Context: an optimization exercise on an open-source flow, tuned for small area, a short achievable clock period and few clock cycles per item. The choices shown serve that exercise and are no tape-out recipe. Function was checked by simulation only, so behaviour that the tests miss may differ from the original. Power and IR drop assume default switching activity.

===== design.v =====
`timescale 1ns / 1ps
package wwr_pkg;
  localparam int MAX_WIDTH = 62;
  localparam int              LEN_W   = 7;
  localparam logic [LEN_W-1:0] LEN_CAP = 7'd127;
  localparam logic [LEN_W-1:0] MAX_W   = LEN_W'(MAX_WIDTH);
  localparam int CNT_W     = $clog2(MAX_WIDTH + 1);
  localparam int IDX_W     = (MAX_WIDTH > 1) ? $clog2(MAX_WIDTH) : 1;
  localparam int ADDR_W    = IDX_W + 1;
  localparam int RAM_DEPTH = 2 ** ADDR_W;
  localparam logic [7:0] CH_NL  = 8'd10;
  localparam logic [7:0] CH_SP  = 8'd32;
  localparam logic [7:0] CH_TAB = 8'd9;
  localparam logic [7:0] CH_CR  = 8'd13;
  typedef struct packed {
    logic [1:0]       nl_count;
    logic             space;
    logic [CNT_W-1:0] word_len;
    logic             bank;
    logic             tail;
    logic [7:0]       tail_byte;
    logic             done;
    logic             overlong;
  } cmd_t;
  localparam int CMD_W = 2 + 1 + CNT_W + 1 + 1 + 8 + 1 + 1;
  typedef struct packed {
    logic valid;
    logic bank;
  } release_t;
  typedef struct packed {
    logic              en;
    logic [ADDR_W-1:0] addr;
    logic [7:0]        data;
  } ram_wr_t;
endpackage
`timescale 1ns / 1ps
module wwr_ram #(
  parameter int WIDTH = 8,
  parameter int DEPTH = 128
) (
  input  logic                     clk,
  input  logic                     we,
  input  logic [$clog2(DEPTH)-1:0] waddr,
  input  logic [WIDTH-1:0]         wdata,
  input  logic [$clog2(DEPTH)-1:0] raddr,
  output logic [WIDTH-1:0]         rdata
);
  logic [WIDTH-1:0] mem [0:DEPTH-1];
  always_ff @(posedge clk) begin
    if (we) begin
      mem[waddr] <= wdata;
    end
  end
  always_ff @(posedge clk) begin
    rdata <= mem[raddr];
  end
endmodule
`timescale 1ns / 1ps
import wwr_pkg::*;
module wwr_cmdq #(
  parameter int DEPTH = 4
) (
  input  logic          clk,
  input  logic          rst,
  input  logic          push,
  input  wwr_pkg::cmd_t wdata,
  output logic          full,
  input  logic          pop,
  output wwr_pkg::cmd_t rdata,
  output logic          empty
);
  localparam int PW = (DEPTH > 1) ? $clog2(DEPTH) : 1;
  localparam int CW = $clog2(DEPTH + 1);
  logic [CMD_W-1:0] slots [0:DEPTH-1];
  logic [PW-1:0] wr_ptr;
  logic [PW-1:0] rd_ptr;
  logic [CW-1:0] count;
  logic          do_push;
  logic          do_pop;
  assign full    = (count == CW'(DEPTH));
  assign empty   = (count == '0);
  assign do_push = push && !full;
  assign do_pop  = pop && !empty;
  assign rdata   = slots[rd_ptr];
  always_ff @(posedge clk) begin
    if (do_push) begin
      slots[wr_ptr] <= wdata;
    end
  end
  always_ff @(posedge clk) begin
    if (rst) begin
      wr_ptr <= '0;
      rd_ptr <= '0;
      count  <= '0;
    end else begin
      if (do_push) begin
        wr_ptr <= (wr_ptr == PW'(DEPTH - 1)) ? '0 : wr_ptr + 1'b1;
      end
      if (do_pop) begin
        rd_ptr <= (rd_ptr == PW'(DEPTH - 1)) ? '0 : rd_ptr + 1'b1;
      end
      case ({do_push, do_pop})
        2'b10:   count <= count + 1'b1;
        2'b01:   count <= count - 1'b1;
        default: count <= count;
      endcase
    end
  end
endmodule
`timescale 1ns / 1ps
import wwr_pkg::*;
module wwr_front (
  input  logic              clk,
  input  logic              rst,
  input  logic [5:0]        line_width,
  input  logic              push,
  output logic              full,
  input  logic [7:0]        byte_value,
  input  logic              end_of_text,
  input  logic              q_full,
  output logic              q_push,
  output wwr_pkg::cmd_t     q_cmd,
  output wwr_pkg::ram_wr_t  ram_wr,
  input  wwr_pkg::release_t rel
);
  function automatic logic [LEN_W-1:0] sat_inc(input logic [LEN_W-1:0] v);
    sat_inc = (v < LEN_CAP) ? v + 1'b1 : LEN_CAP;
  endfunction
  logic [LEN_W-1:0] word_length, word_length_next;
  logic [LEN_W-1:0] line_length, line_length_next;
  logic             inside_word, inside_word_next;
  logic             word_committed, word_committed_next;
  logic             prev_was_newline, prev_was_newline_next;
  logic             paragraph_pending, paragraph_pending_next;
  logic             overlong_seen, overlong_seen_next;
  logic             cur_bank;
  logic [1:0]       bank_busy;
  logic             accept;
  logic             blank;
  logic [LEN_W-1:0] w_eff;
  logic             cmd_valid;
  logic             wr_en;
  logic             para_start;
  logic [LEN_W-1:0] ll_p;
  logic [LEN_W-1:0] wl_p;
  logic             committed_p;
  logic [LEN_W:0]   pw_sum;
  logic             pw_nl;
  logic [LEN_W-1:0] ll_a;
  logic             pw_sp;
  logic [LEN_W-1:0] ll_b;
  logic [LEN_W:0]   ll_sum;
  logic [LEN_W-1:0] pw_ll;
  assign full   = q_full || bank_busy[cur_bank];
  assign accept = push && !full;
  assign blank  = (byte_value == CH_SP) || ((byte_value >= CH_TAB) && (byte_value <= CH_CR));
  assign w_eff  = ({1'b0, line_width} > MAX_W) ? MAX_W : {1'b0, line_width};
  assign pw_sum = {1'b0, line_length} + {{LEN_W{1'b0}}, 1'b1} + {1'b0, word_length};
  assign pw_nl  = (line_length != '0) && (pw_sum > {1'b0, w_eff});
  assign ll_a   = pw_nl ? '0 : line_length;
  assign pw_sp  = (ll_a != '0);
  assign ll_b   = pw_sp ? sat_inc(ll_a) : ll_a;
  assign ll_sum = {1'b0, ll_b} + {1'b0, word_length};
  assign pw_ll  = (ll_sum > {1'b0, LEN_CAP}) ? LEN_CAP : ll_sum[LEN_W-1:0];
  assign para_start  = !inside_word && paragraph_pending;
  assign ll_p        = para_start ? '0 : line_length;
  assign wl_p        = inside_word ? word_length : '0;
  assign committed_p = inside_word && word_committed;
  always_comb begin
    word_length_next       = word_length;
    line_length_next       = line_length;
    inside_word_next       = inside_word;
    word_committed_next    = word_committed;
    prev_was_newline_next  = prev_was_newline;
    paragraph_pending_next = paragraph_pending;
    overlong_seen_next     = overlong_seen;
    cmd_valid              = 1'b0;
    wr_en                  = 1'b0;
    q_cmd                  = '0;
    q_cmd.bank             = cur_bank;
    if (end_of_text) begin
      if (inside_word && !word_committed) begin
        q_cmd.nl_count = {1'b0, pw_nl};
        q_cmd.space    = pw_sp;
        q_cmd.word_len = word_length[CNT_W-1:0];
      end
      q_cmd.tail             = 1'b1;
      q_cmd.tail_byte        = CH_NL;
      q_cmd.done             = 1'b1;
      cmd_valid              = 1'b1;
      word_length_next       = '0;
      line_length_next       = '0;
      inside_word_next       = 1'b0;
      word_committed_next    = 1'b0;
      prev_was_newline_next  = 1'b0;
      paragraph_pending_next = 1'b0;
    end else if (blank) begin
      if (inside_word) begin
        if (!word_committed) begin
          q_cmd.nl_count   = {1'b0, pw_nl};
          q_cmd.space      = pw_sp;
          q_cmd.word_len   = word_length[CNT_W-1:0];
          cmd_valid        = 1'b1;
          line_length_next = pw_ll;
        end
        inside_word_next    = 1'b0;
        word_committed_next = 1'b0;
        word_length_next    = '0;
      end else if (prev_was_newline && byte_value == CH_NL) begin
        paragraph_pending_next = 1'b1;
        line_length_next       = '0;
      end
      prev_was_newline_next = (byte_value == CH_NL);
    end else begin
      prev_was_newline_next = 1'b0;
      inside_word_next      = 1'b1;
      line_length_next      = ll_p;
      word_length_next      = wl_p;
      word_committed_next   = committed_p;
      if (para_start) begin
        q_cmd.nl_count         = 2'd2;
        cmd_valid              = 1'b1;
        paragraph_pending_next = 1'b0;
      end
      if (committed_p) begin
        q_cmd.tail       = 1'b1;
        q_cmd.tail_byte  = byte_value;
        cmd_valid        = 1'b1;
        word_length_next = sat_inc(wl_p);
        line_length_next = sat_inc(ll_p);
      end else if (wl_p < w_eff && wl_p < MAX_W) begin
        wr_en            = 1'b1;
        word_length_next = wl_p + 1'b1;
      end else begin
        overlong_seen_next  = 1'b1;
        word_committed_next = 1'b1;
        if (ll_p != '0) begin
          q_cmd.nl_count = 2'd1;
        end
        q_cmd.word_len   = wl_p[CNT_W-1:0];
        q_cmd.tail       = 1'b1;
        q_cmd.tail_byte  = byte_value;
        cmd_valid        = 1'b1;
        word_length_next = sat_inc(wl_p);
        line_length_next = sat_inc(wl_p);
      end
    end
    q_cmd.overlong = overlong_seen_next;
  end
  assign q_push      = accept && cmd_valid;
  assign ram_wr.en   = accept && wr_en;
  assign ram_wr.addr = {cur_bank, wl_p[IDX_W-1:0]};
  assign ram_wr.data = byte_value;
  always_ff @(posedge clk) begin
    if (rst) begin
      word_length       <= '0;
      line_length       <= '0;
      inside_word       <= 1'b0;
      word_committed    <= 1'b0;
      prev_was_newline  <= 1'b0;
      paragraph_pending <= 1'b0;
      overlong_seen     <= 1'b0;
    end else if (accept) begin
      word_length       <= word_length_next;
      line_length       <= line_length_next;
      inside_word       <= inside_word_next;
      word_committed    <= word_committed_next;
      prev_was_newline  <= prev_was_newline_next;
      paragraph_pending <= paragraph_pending_next;
      overlong_seen     <= overlong_seen_next;
    end
  end
  always_ff @(posedge clk) begin
    if (rst) begin
      cur_bank  <= 1'b0;
      bank_busy <= 2'b00;
    end else begin
      if (rel.valid) begin
        bank_busy[rel.bank] <= 1'b0;
      end
      if (q_push && q_cmd.word_len != '0) begin
        bank_busy[cur_bank] <= 1'b1;
        cur_bank            <= !cur_bank;
      end
    end
  end
endmodule
`timescale 1ns / 1ps
import wwr_pkg::*;
module wwr_back (
  input  logic                       clk,
  input  logic                       rst,
  input  logic                       q_empty,
  input  wwr_pkg::cmd_t              q_cmd,
  output logic                       q_pop,
  output logic [wwr_pkg::ADDR_W-1:0] rd_addr,
  input  logic [7:0]                 rd_data,
  output wwr_pkg::release_t          rel,
  output logic                       empty,
  input  logic                       pop,
  output logic [7:0]                 out_byte,
  output logic                       last_of_run,
  output logic                       text_done,
  output logic                       overlong_flag
);
  logic             active;
  logic [1:0]       nl_left;
  logic             space_left;
  logic [CNT_W-1:0] idx;
  logic [CNT_W-1:0] word_len;
  logic             bank;
  logic             tail_left;
  logic [7:0]       tail_byte;
  logic             done_flag;
  logic             ovl;
  logic             out_valid;
  logic             can_emit;
  logic             emit;
  logic             run_end;
  logic             fin;
  logic             load;
  logic [1:0]       nl_after;
  logic             sp_after;
  logic [CNT_W-1:0] idx_after;
  logic             tail_after;
  logic [7:0]       emit_byte;
  assign can_emit = !out_valid || pop;
  assign emit     = active && can_emit;
  always_comb begin
    nl_after   = nl_left;
    sp_after   = space_left;
    idx_after  = idx;
    tail_after = tail_left;
    emit_byte  = tail_byte;
    if (nl_left != 2'd0) begin
      emit_byte = CH_NL;
      nl_after  = nl_left - 2'd1;
    end else if (space_left) begin
      emit_byte = CH_SP;
      sp_after  = 1'b0;
    end else if (idx != word_len) begin
      emit_byte = rd_data;
      idx_after = idx + 1'b1;
    end else begin
      tail_after = 1'b0;
    end
  end
  assign run_end = (nl_after == 2'd0) && !sp_after && (idx_after == word_len) && !tail_after;
  assign fin     = emit && run_end;
  assign load    = !q_empty && (!active || fin);
  assign q_pop   = load;
  always_comb begin
    if (load) begin
      rd_addr = {q_cmd.bank, {IDX_W{1'b0}}};
    end else if (emit) begin
      rd_addr = {bank, idx_after[IDX_W-1:0]};
    end else begin
      rd_addr = {bank, idx[IDX_W-1:0]};
    end
  end
  assign rel.valid = fin && (word_len != '0);
  assign rel.bank  = bank;
  always_ff @(posedge clk) begin
    if (rst) begin
      active <= 1'b0;
    end else if (load) begin
      active <= 1'b1;
    end else if (fin) begin
      active <= 1'b0;
    end
  end
  always_ff @(posedge clk) begin
    if (load) begin
      nl_left    <= q_cmd.nl_count;
      space_left <= q_cmd.space;
      idx        <= '0;
      word_len   <= q_cmd.word_len;
      bank       <= q_cmd.bank;
      tail_left  <= q_cmd.tail;
      tail_byte  <= q_cmd.tail_byte;
      done_flag  <= q_cmd.done;
      ovl        <= q_cmd.overlong;
    end else if (emit) begin
      nl_left    <= nl_after;
      space_left <= sp_after;
      idx        <= idx_after;
      tail_left  <= tail_after;
    end
  end
  always_ff @(posedge clk) begin
    if (rst) begin
      out_valid <= 1'b0;
    end else if (emit) begin
      out_valid <= 1'b1;
    end else if (pop) begin
      out_valid <= 1'b0;
    end
  end
  always_ff @(posedge clk) begin
    if (emit) begin
      out_byte      <= emit_byte;
      last_of_run   <= run_end;
      text_done     <= done_flag && run_end;
      overlong_flag <= ovl;
    end
  end
  assign empty = !out_valid;
endmodule
`timescale 1ns / 1ps
import wwr_pkg::*;
module greedy_word_wrap_stream #(
  parameter int CMDQ_DEPTH = 4
) (
  input  logic       clk,
  input  logic       rst,
  input  logic       cfg_write,
  input  logic [5:0] cfg_data,
  input  logic       push,
  output logic       full,
  input  logic [7:0] byte_value,
  input  logic       end_of_text,
  output logic       empty,
  input  logic       pop,
  output logic [7:0] out_byte,
  output logic       last_of_run,
  output logic       text_done,
  output logic       overlong_flag
);
  logic [5:0]        line_width;
  logic              q_push;
  logic              q_full;
  logic              q_pop;
  logic              q_empty;
  wwr_pkg::cmd_t     q_wdata;
  wwr_pkg::cmd_t     q_rdata;
  wwr_pkg::ram_wr_t  ram_wr;
  logic [ADDR_W-1:0] rd_addr;
  logic [7:0]        rd_data;
  wwr_pkg::release_t rel;
  always_ff @(posedge clk) begin
    if (rst) begin
      line_width <= 6'd62;
    end else if (cfg_write) begin
      line_width <= cfg_data;
    end
  end
  wwr_front u_front (
    .clk         (clk),
    .rst         (rst),
    .line_width  (line_width),
    .push        (push),
    .full        (full),
    .byte_value  (byte_value),
    .end_of_text (end_of_text),
    .q_full      (q_full),
    .q_push      (q_push),
    .q_cmd       (q_wdata),
    .ram_wr      (ram_wr),
    .rel         (rel)
  );
  wwr_cmdq #(
    .DEPTH (CMDQ_DEPTH)
  ) u_cmdq (
    .clk   (clk),
    .rst   (rst),
    .push  (q_push),
    .wdata (q_wdata),
    .full  (q_full),
    .pop   (q_pop),
    .rdata (q_rdata),
    .empty (q_empty)
  );
  wwr_ram #(
    .WIDTH (8),
    .DEPTH (RAM_DEPTH)
  ) u_word_store (
    .clk   (clk),
    .we    (ram_wr.en),
    .waddr (ram_wr.addr),
    .wdata (ram_wr.data),
    .raddr (rd_addr),
    .rdata (rd_data)
  );
  wwr_back u_back (
    .clk           (clk),
    .rst           (rst),
    .q_empty       (q_empty),
    .q_cmd         (q_rdata),
    .q_pop         (q_pop),
    .rd_addr       (rd_addr),
    .rd_data       (rd_data),
    .rel           (rel),
    .empty         (empty),
    .pop           (pop),
    .out_byte      (out_byte),
    .last_of_run   (last_of_run),
    .text_done     (text_done),
    .overlong_flag (overlong_flag)
  );
endmodule

===== run.sh =====
#!/bin/bash
# synth_recipe.tcl (not shown) runs the flow's synth.tcl, then flattens the netlist and writes it again
# the make line also repeats each setting of config.mk as NAME=value (left out here)
make -C /OpenROAD-flow-scripts/flow DESIGN_CONFIG=/design/flow/config.mk WORK_HOME=/design/flow/orfs CLKGATE_MAP_FILE= SYNTH_SCRIPT=/design/flow/synth_recipe.tcl finish

===== config.mk =====
export PLATFORM = sky130hd
export DESIGN_NAME = greedy_word_wrap_stream
export DESIGN_NICKNAME = greedy_word_wrap_stream
export VERILOG_FILES = /design/flow/design.v
export SDC_FILE = /design/flow/constraint.sdc
export NUM_CORES = 4
export LEC_CHECK = 0
export CAP_MARGIN = 20
export CORE_MARGIN = 2
export CORE_UTILIZATION = 40
export SLEW_MARGIN = 20

===== constraint.sdc =====
create_clock -name core_clock -period 6.0 [get_ports {clk}]
set_input_delay 1.2000 -clock core_clock [delete_from_list [all_inputs] [get_ports {clk}]]
set_output_delay 1.2000 -clock core_clock [all_outputs]
set_load 0.01 [all_outputs]

==> impl_metrics.yaml <==
global_routing:
  grt_first_pass_wirelength_mm: 234
  grt_antenna_before_repair: 4
  grt_pass1_vias: 31500
  grt-ovfl-total: 0
  grt_start_max_net_pins: 130
  grt_usage_pct: 25.7
placed_design:
  place_hpwl_mm: 106
  io_buffers: 32
  place_congestion: 0.980
  dp_slack_ns: 0.238
cells_and_area:
  fillers: 10600
  layout-drive-gt1-share_pct: 11.9
  syn_to_final_growth_pct: 14.5
  nNetsFinal: 3776
power_and_ir_drop:
  swShare_pct: 30.1
  seqPwrFrac_pct: 45.0
  internal-power_w: 0.0149
  p_sw_w: 0.00640
  comb_power_share_pct: 19.9
  power.density_nw_per_um2: 375
  p_clk_share_pct: 35.1
  vdd_ir_drop_max_mv: 0.252
  p_leak_nw: 18.8
yosys:
  synth-compound-area-share_pct: 10.5
  synth-edff-count: 1140
  synthMuxAreaShare_pct: 3.83
  ys_seq_elements: 1193
  synth_top_family_by_area: "compound AO/OA/AOI/OAI gates"
  synth_xor_area_share_pct: 0.602
  yosys_warnings: 5
  synthCells: 3559
  syn_area_sq_um: 49400
  yosys.area_share.simple_pct: 10.4
  postSynthAreaPerCell_sq_um: 13.9
  synthFlopType: "edfxtp_1"
  synth_adder_area_share_pct: 1.06
  synth_cell_types: 92
  synth-seq-area-share_pct: 71.4
  synthArstFlopShare_pct: 0
sta:
  maxSlewViolCount: 0
  tns_ns: 0
  maxSlewHeadroom_pct: 24.6
  hold_viol: 0
  finalCriticalPeriod_ns: 5.59
  fmax_mhz: 179
  setup_slack_ns: 0.414
  tightest_slew_ns: 1.13
  clock_skew_ns: 0.0393
  post-route-period-util_pct: 93.1
  finalSetupViolations: 0
  rsz0062_at_grt: "false"
clocking:
  numCtsBuffers: 121
  cts.sinks: 1193
  htreeDepth: 3
  clk_pin_slew_ns: 0.06
  cts.path.max_buffers: 3
  cts-root-buf: "clkbuf_16"
  cts_tree: "yes"
  clock_latency_ns: 0.73
  cts_hold_buf: 0
routing:
  via_per_inst: 6.12
  first_pass_iters: 6
  drt_iter0_markers: 5027
  drt_wl_total_mm: 165
  wl_per_cell_um: 30.4
  dr_total_vias: 33300
  drc: 0
  postRouteAntennaNets: 0
critical_path:
  crit_type: "reg -> reg"
  start_kind: "flip-flop"
  worstPathArrival_ns: 6.26
  worstPathRequired_ns: 6.67
  crit_path_max_fanout: 19
  cp-end-kind: "flip-flop"
flow_run:
  drv_cap: 0
floorplan:
  die_y_um: 356
  io_pins: 33
  die_w_um: 356
  die_area_sq_um: 126000
  initial_core_util_pct: 40.5
  rows: 128
  fp.coreArea_sq_um: 122000
status:
  outcome: "no timing/DRC/antenna violations"
hold_path:
  hp-class: "reg -> reg"
[final timing paths]
| kind | endpoint | cells after the start | slack (ns) | start |
|---|---|---|---|---|
| max | u_word_store.rdata[2] | 14 | 0.41 | u_back.space_left |
| min | u_back.overlong_flag | 0 | 0.44 | u_back.ovl |
| max reg2reg | u_word_store.rdata[2] | 14 | 0.41 | u_back.space_left |
| min reg2reg | u_back.overlong_flag | 0 | 0.44 | u_back.ovl |
[kinds of logic (layout without fill, tap and decap cells)]
| kind of cell | count (synthesis) | count (layout) |
|---|---|---|
| and+or+nand+nor | 1126 | 1126 |
| xor gates and xnor gates | 34 | 34 |
| muxes | 158 | 158 |
| adders and majority gates | 40 | 40 |
| DFF | 1193 | 1193 |
| AOI/OAI and AO/OA | 745 | 745 |
| other | 1 | 36 |
| buffers and inverters | 262 | 491 |
[through the flow]
step | std cells | util [%] | instance area (sq um) | hold slack [ns] | power (W)
floorplan | 3590 | - | 49600 | 0.400 | 0.0118
global placement | 5214 | 43.1 | 52700 | 0.431 | 0.0138
detailed placement | 5214 | 43.1 | 52700 | 0.437 | 0.0138
CTS | 5440 | 46.3 | 56600 | 0.448 | 0.0212
global route | 5445 | 46.3 | 56600 | 0.470 | 0.0218
finish | 5448 | 46.3 | 56600 | 0.442 | 0.0212
[cell usage after synthesis, types with 39 or more instances]
cell type     n  area (sq um)
o21ai_0     118           591
a21oi_1     140           701
a31oi_1      47           294
o211ai_1     66           495
o22ai_1      43           269
and3_1       40           250
edfxtp_1   1140         34200
o221ai_1    100           876
nor2_1      285          1070
nand2_1     406          1520
dfxtp_1      53          1060
nand3_1     143           716
nor3_1       74           370
buf_2        79           395
inv_1        44           165
or3_1        39           244
mux2i_1     126          1260
clkbuf_1    109           409
[cell usage in the layout, fill, tap and decap left out, drive strengths merged, types with 12 or more instances in the layout]
| cell | synthesis | final |
|---|---|---|
| edfxtp | 1140 | 1140 |
| nand2 | 406 | 406 |
| nor2 | 288 | 288 |
| buf | 105 | 193 |
| clkbuf | 109 | 145 |
| nand3 | 143 | 143 |
| a21oi | 140 | 140 |
| o21ai | 131 | 131 |
| mux2i | 126 | 126 |
| o221ai | 100 | 100 |
| nor3 | 75 | 75 |
| o211ai | 68 | 68 |
| clkinv | 0 | 64 |
| dfxtp | 53 | 53 |
| inv | 48 | 53 |
| a31oi | 47 | 47 |
| o22ai | 43 | 43 |
| and3 | 40 | 40 |
| or3 | 39 | 39 |
| ha | 37 | 37 |
| nand4 | 35 | 35 |
| conb | 1 | 32 |
| mux4 | 24 | 24 |
| clkdlybuf4s50 | 0 | 24 |
| a211oi | 23 | 23 |
| o21a | 21 | 21 |
| a21o | 20 | 20 |
| nor4 | 20 | 20 |
| a221oi | 19 | 19 |
| xor2 | 18 | 18 |
| a22oi | 18 | 18 |
| and2 | 18 | 18 |
| xnor2 | 16 | 16 |
| or4 | 16 | 16 |
| nand2b | 15 | 15 |
| a2111oi | 12 | 12 |
[sequential cells by signal (all words and copies together) (netlist names), 3 cells and up, named ones only]
| signal | cells |
|---|---|
| u_back.out_byte | 8 |
| u_cmdq.count | 3 |
| u_word_store.rdata | 8 |
| u_back.idx | 6 |
| u_front.line_length | 7 |
| u_cmdq.slots | 84 |
| u_back.word_len | 6 |
| line_width | 6 |
| u_back.tail_byte | 8 |
| u_word_store.mem | 1024 |
| u_front.word_length | 7 |
[per-layer routing]
| metal | track usage, % | up-vias | share of wire (%) |
|---|---|---|---|
| li1 | - | 14100 | - |
| met1 | 35.1 | 16700 | 39 |
| met2 | 39.4 | 2114 | 45 |
| met3 | 5.46 | 418 | 11 |
| met4 | 12.0 | 2 | 5.2 |
| met5 | 0 | - | 0.0079 |
[worst max-delay path: stages, from the launching register on]
cell and delay [ns]:
edfxtp_1 0.50, or3_1 0.62, or4_1 0.59, a221oi_2 0.56
o211a_1 0.38, a21o_1 0.28, buf_4 0.36, nand2_1 0.17
buf_4 0.19, buf_4 0.21, a2111oi_0 0.61, o21ai_0 0.37
o31ai_1 0.27, o21ai_0 0.26, nand4_1 0.16
[power by group through the flow]
stage                     clock network, W  registers (W)  logic [W]
after floorplan                          0        0.00964    0.00219
final                              0.00746        0.00956    0.00423
after CTS                          0.00750        0.00955    0.00412
after global routing               0.00781        0.00957    0.00438
after detailed placement                 0        0.00973    0.00410
after global placement                   0        0.00973    0.00409
[what timing repair did]
action | CTS | global route
endpoints found under the setup margin | 0 | 7
buffers inserted | 0 | 4
gates resized for setup | 0 | 2
[cell type report]
class,count,area [sq um],share of cell area [%]
multi-input cells,2135,13300,23.5
flip-flops and latches,1193,35300,62.3
clock buffers,145,3240,5.73
clock inverters,81,644,1.14
inverters,48,185,0.327
diodes,4,10.0,0.0177
repair buffers,217,1900,3.36
well taps,1625,2030,3.59
Testbench counts, summed over its fixed seeds: cycles 32,575, items 23,625.

## what the ideal ports hide
How much do the figures lean on ideal ports? The routed layout below was timed once more, with nothing changed but the port constraints.
Step 1, drivers: a clkbuf_16 drives clk and a buf_2 each remaining input, both assumed.
Step 2, shift: input delay + t, output delay - t, t = (earliest + latest rising clock arrival at the registers) / 2. This alone moves slack from input paths to output paths.
Slacks: ideal ports / drivers / drivers and shift; pairs: ideal ports / drivers.
shift t [ns]: 0.784
slack for setup (ns): 0.414 / 0.414 / 0.043
worst data-port slew with drivers (ns): 0.10
After both steps setup and hold are still met in this run. The setup slack of this run moves by 0.000 ns with the drivers and by -0.371 ns with both steps.
